Context: an optimization exercise on an open-source flow, tuned for small area and a short achievable clock period. The choices shown serve that exercise and are no tape-out recipe. Where RTL was checked, it was by simulation tests only, not by an equivalence proof against the original. No activity file was given, so power comes from the tool's default toggle rates.

the baseline:
// spi_ram_ctrl
module spi_ram_ctrl (
  input  logic       clk,
  input  logic       rst_n,
  input  logic [9:0] din,
  input  logic       rx_valid,
  output logic [7:0] dout,
  output logic       tx_valid,
  output logic       cmd_err
);
Size in the first run: ~4200 cells after synthesis, about 23 I/O pins.
==> module spi_ram_ctrl, before the edit <==
module spi_ram_ctrl (
  input  logic       clk,
  input  logic       rst_n,
  input  logic [9:0] din,
  input  logic       rx_valid,
  output logic [7:0] dout,
  output logic       tx_valid,
  output logic       cmd_err
);
  logic        rx_valid_q;
  logic        accept;
  logic [1:0]  opcode;
  logic        wr_addr_vld;
  logic        rd_armed;
  logic [7:0]  wr_addr;
  logic [15:0] rd_lo;
  logic [15:0] rd_hi;
  logic        wr_go;
  logic        rd_fire;
  logic        we_q;
  logic [15:0] we_hi_q;
  logic [15:0] we_lo_q;
  logic [7:0]  wdata_q;
  logic        hit_q;
  logic [7:0]  mem [256];
  logic [7:0]  p   [16];
  logic [7:0]  rd_data;
  assign accept  = rx_valid & ~rx_valid_q;
  assign opcode  = din[9:8];
  assign wr_go   = accept & (opcode == 2'b01) & wr_addr_vld;
  assign rd_fire = accept & (opcode == 2'b11) & rd_armed;
  always_comb begin
    rd_data = '0;
    for (int k = 0; k < 16; k++) rd_data = rd_data | (p[k] & {8{rd_hi[k]}});
  end
  always_ff @(posedge clk or negedge rst_n) begin
    if (!rst_n) begin
      rx_valid_q  <= 1'b0;
      wr_addr_vld <= 1'b0;
      rd_armed    <= 1'b0;
      cmd_err     <= 1'b0;
      tx_valid    <= 1'b0;
      dout        <= '0;
    end else begin
      rx_valid_q <= rx_valid;
      cmd_err    <= accept & (((opcode == 2'b01) & ~wr_addr_vld) |
                              ((opcode == 2'b11) & ~rd_armed));
      if (accept) begin
        tx_valid <= (opcode == 2'b11) & rd_armed;
        case (opcode)
          2'b00:   wr_addr_vld <= 1'b1;
          2'b10:   rd_armed    <= 1'b1;
          2'b11:   rd_armed    <= 1'b0;
          default: ;
        endcase
      end
      if (rd_fire) begin
        dout <= hit_q ? wdata_q : rd_data;
      end
    end
  end
  always_ff @(posedge clk) begin
    if (accept & (opcode == 2'b00)) wr_addr <= din[7:0];
    if (accept & (opcode == 2'b10)) begin
      for (int j = 0; j < 16; j++) begin
        rd_lo[j] <= (din[3:0] == 4'(j));
        rd_hi[j] <= (din[7:4] == 4'(j));
      end
    end
    if (accept) wdata_q <= din[7:0];
    we_q <= wr_go;
    for (int j = 0; j < 16; j++) begin
      we_hi_q[j] <= wr_go & (wr_addr[7:4] == 4'(j));
      we_lo_q[j] <= (wr_addr[3:0] == 4'(j));
    end
    hit_q <= we_q & rd_lo[wr_addr[3:0]] & rd_hi[wr_addr[7:4]];
  end
  always_ff @(posedge clk) begin
    for (int r = 0; r < 256; r++) begin
      if (we_hi_q[r / 16] & we_lo_q[r % 16]) mem[r] <= wdata_q;
    end
  end
  always_ff @(posedge clk) begin
    for (int k = 0; k < 16; k++) begin
      logic [7:0] acc;
      acc = '0;
      for (int j = 0; j < 16; j++) acc = acc | (mem[16*k + j] & {8{rd_lo[j]}});
      p[k] <= acc;
    end
  end
endmodule
clock: 5.0 ns
lec_check: 0
cap_margin: 20
core_margin: 2
core_utilization: 65
cts_cluster_diameter: 100
cts_cluster_size: 30
setup_slack_margin: 2.9
slew_margin: 20
run.sh (not shown) runs the stock make flow with config.mk's settings and CLKGATE_MAP_FILE= SYNTH_SCRIPT=/design/flow/synth_recipe.tcl, a recipe that flattens the netlist after the stock synthesis.
For the candidate, these inputs were changed with respect to the baseline:
==> flow/design.v <==
module spi_ram_ctrl (
  input  logic       clk,
  input  logic       rst_n,
  input  logic [9:0] din,
  input  logic       rx_valid,
  output logic [7:0] dout,
  output logic       tx_valid,
  output logic       cmd_err
);
  logic        rx_valid_q;
  logic        accept;
  logic [1:0]  opcode;
  logic        wr_addr_vld;
  logic        rd_armed;
  logic [7:0]  wr_addr;
  logic [15:0] rd_lo;
  logic [15:0] rd_hi;
  logic        wr_go;
  logic        rd_fire;
  logic [7:0]  dout_n;
  logic        tx_valid_n;
  logic [7:0]  dout_nxt;
  logic        tx_valid_nxt;
  logic        we_q;
  logic [15:0] we_hi_n;
  logic [15:0] we_lo_n;
  logic [7:0]  wdata_q;
  logic        hit_q;
  logic [7:0]  mem [256];
  logic [7:0]  p   [16];
  logic [7:0]  rd_data;
  assign accept  = rx_valid & ~rx_valid_q;
  assign opcode  = din[9:8];
  assign wr_go   = accept & (opcode == 2'b01) & wr_addr_vld;
  assign rd_fire = accept & (opcode == 2'b11) & rd_armed;
  always_comb begin
    rd_data = '0;
    for (int k = 0; k < 16; k++) rd_data = rd_data | (p[k] & {8{rd_hi[k]}});
  end
  always_comb begin
    dout_nxt     = ~dout_n;
    tx_valid_nxt = ~tx_valid_n;
    if (accept) tx_valid_nxt = (opcode == 2'b11) & rd_armed;
    if (rd_fire) dout_nxt = hit_q ? wdata_q : rd_data;
  end
  always_ff @(posedge clk or negedge rst_n) begin
    if (!rst_n) begin
      dout_n     <= '1;
      tx_valid_n <= 1'b1;
    end else begin
      dout_n     <= ~dout_nxt;
      tx_valid_n <= ~tx_valid_nxt;
    end
  end
  always_ff @(posedge clk or negedge rst_n) begin
    if (!rst_n) begin
      rx_valid_q  <= 1'b0;
      wr_addr_vld <= 1'b0;
      rd_armed    <= 1'b0;
      cmd_err     <= 1'b0;
      tx_valid    <= 1'b0;
      dout        <= '0;
    end else begin
      rx_valid_q <= rx_valid;
      cmd_err    <= accept & (((opcode == 2'b01) & ~wr_addr_vld) |
                              ((opcode == 2'b11) & ~rd_armed));
      tx_valid   <= tx_valid_nxt;
      dout       <= dout_nxt;
      if (accept) begin
        case (opcode)
          2'b00:   wr_addr_vld <= 1'b1;
          2'b10:   rd_armed    <= 1'b1;
          2'b11:   rd_armed    <= 1'b0;
          default: ;
        endcase
      end
    end
  end
  always_ff @(posedge clk) begin
    if (accept & (opcode == 2'b00)) wr_addr <= din[7:0];
    if (accept & (opcode == 2'b10)) begin
      for (int j = 0; j < 16; j++) begin
        rd_lo[j] <= (din[3:0] == 4'(j));
        rd_hi[j] <= (din[7:4] == 4'(j));
      end
    end
    if (accept) wdata_q <= din[7:0];
    we_q <= wr_go;
    for (int j = 0; j < 16; j++) begin
      we_hi_n[j] <= ~(wr_go & (wr_addr[7:4] == 4'(j)));
      we_lo_n[j] <= ~(wr_addr[3:0] == 4'(j));
    end
    hit_q <= we_q & rd_lo[wr_addr[3:0]] & rd_hi[wr_addr[7:4]];
  end
  always_ff @(posedge clk) begin
    for (int r = 0; r < 256; r++) begin
      if (!(we_hi_n[r / 16] | we_lo_n[r % 16])) mem[r] <= wdata_q;
    end
  end
  always_ff @(posedge clk) begin
    for (int k = 0; k < 16; k++) begin
      logic [7:0] acc;
      acc = '0;
      for (int j = 0; j < 16; j++) acc = acc | (mem[16*k + j] & {8{rd_lo[j]}});
      p[k] <= acc;
    end
  end
endmodule
### Flow results
- Changes observed in the candidate relative to the baseline: transition at the pin with the smallest max-transition slack climbed 120 ps, tightest slew margin relative to the limit dropped 7.7 points, count of routing violations after the opening detailed-route iteration climbed 4.7%.
- Compared with the baseline, the candidate shows a largest fanout of any net on the critical path that is 1 lower.
- Sort the candidate and the baseline by fmax desc -> top: the candidate
- Changes observed in the candidate relative to the baseline: total power of the final layout rose by 0.43%; design area moved down; number of non-clock buffers shows an increase of about 8%.
- Higher global routing usage summed across all routing layers goes to the baseline over the candidate.
- Relative to the baseline, non-clock inverter count in the final layout has increased by 2 in the candidate.
- Summary of the candidate over the baseline: number of diodes added for antenna fixing down 39; full die area decreased 0.41%; final period utilization -0.33 points; wire length fell by 3.1%.
Only the layout flow was run in the candidate; the RTL was not checked for function there.

## afterwards: timing with drivers on the ports
The results above use ideal ports. As a check the final layouts listed here were re-extracted and re-timed, cells and wires unchanged. Step 1 (the two cells are an assumption about what drives the block):
set clk [get_ports {clk}]
set_driving_cell -lib_cell sky130_fd_sc_hd__clkbuf_16 $clk
set_driving_cell -lib_cell sky130_fd_sc_hd__buf_2 [delete_from_list [all_inputs] $clk]
Step 2 moves the port delays by t, midway between the first and last clock arrival at a register: inputs arrive t later, outputs are due t later. That takes back most of the time a late clock gives input paths. Slacks: ideal / step 1 / step 2; pairs: ideal / step 1.
run | t, ns | setup slack, ns | hold WS [ns] | latest minus earliest clock arrival (ns)
the baseline | 0.794 | 2.596 / 2.514 / 2.173 | 0.484 / 0.484 / 0.484 | 0.034 / 0.035
the candidate | 0.803 | 2.612 / 2.534 / 2.014 | 0.461 / 0.461 / 0.461 | 0.048 / 0.048
After both steps every run listed still meets setup and hold. For the candidate, which loses most, drivers alone change the setup slack by -0.078 ns; drivers and shift together by -0.598 ns.
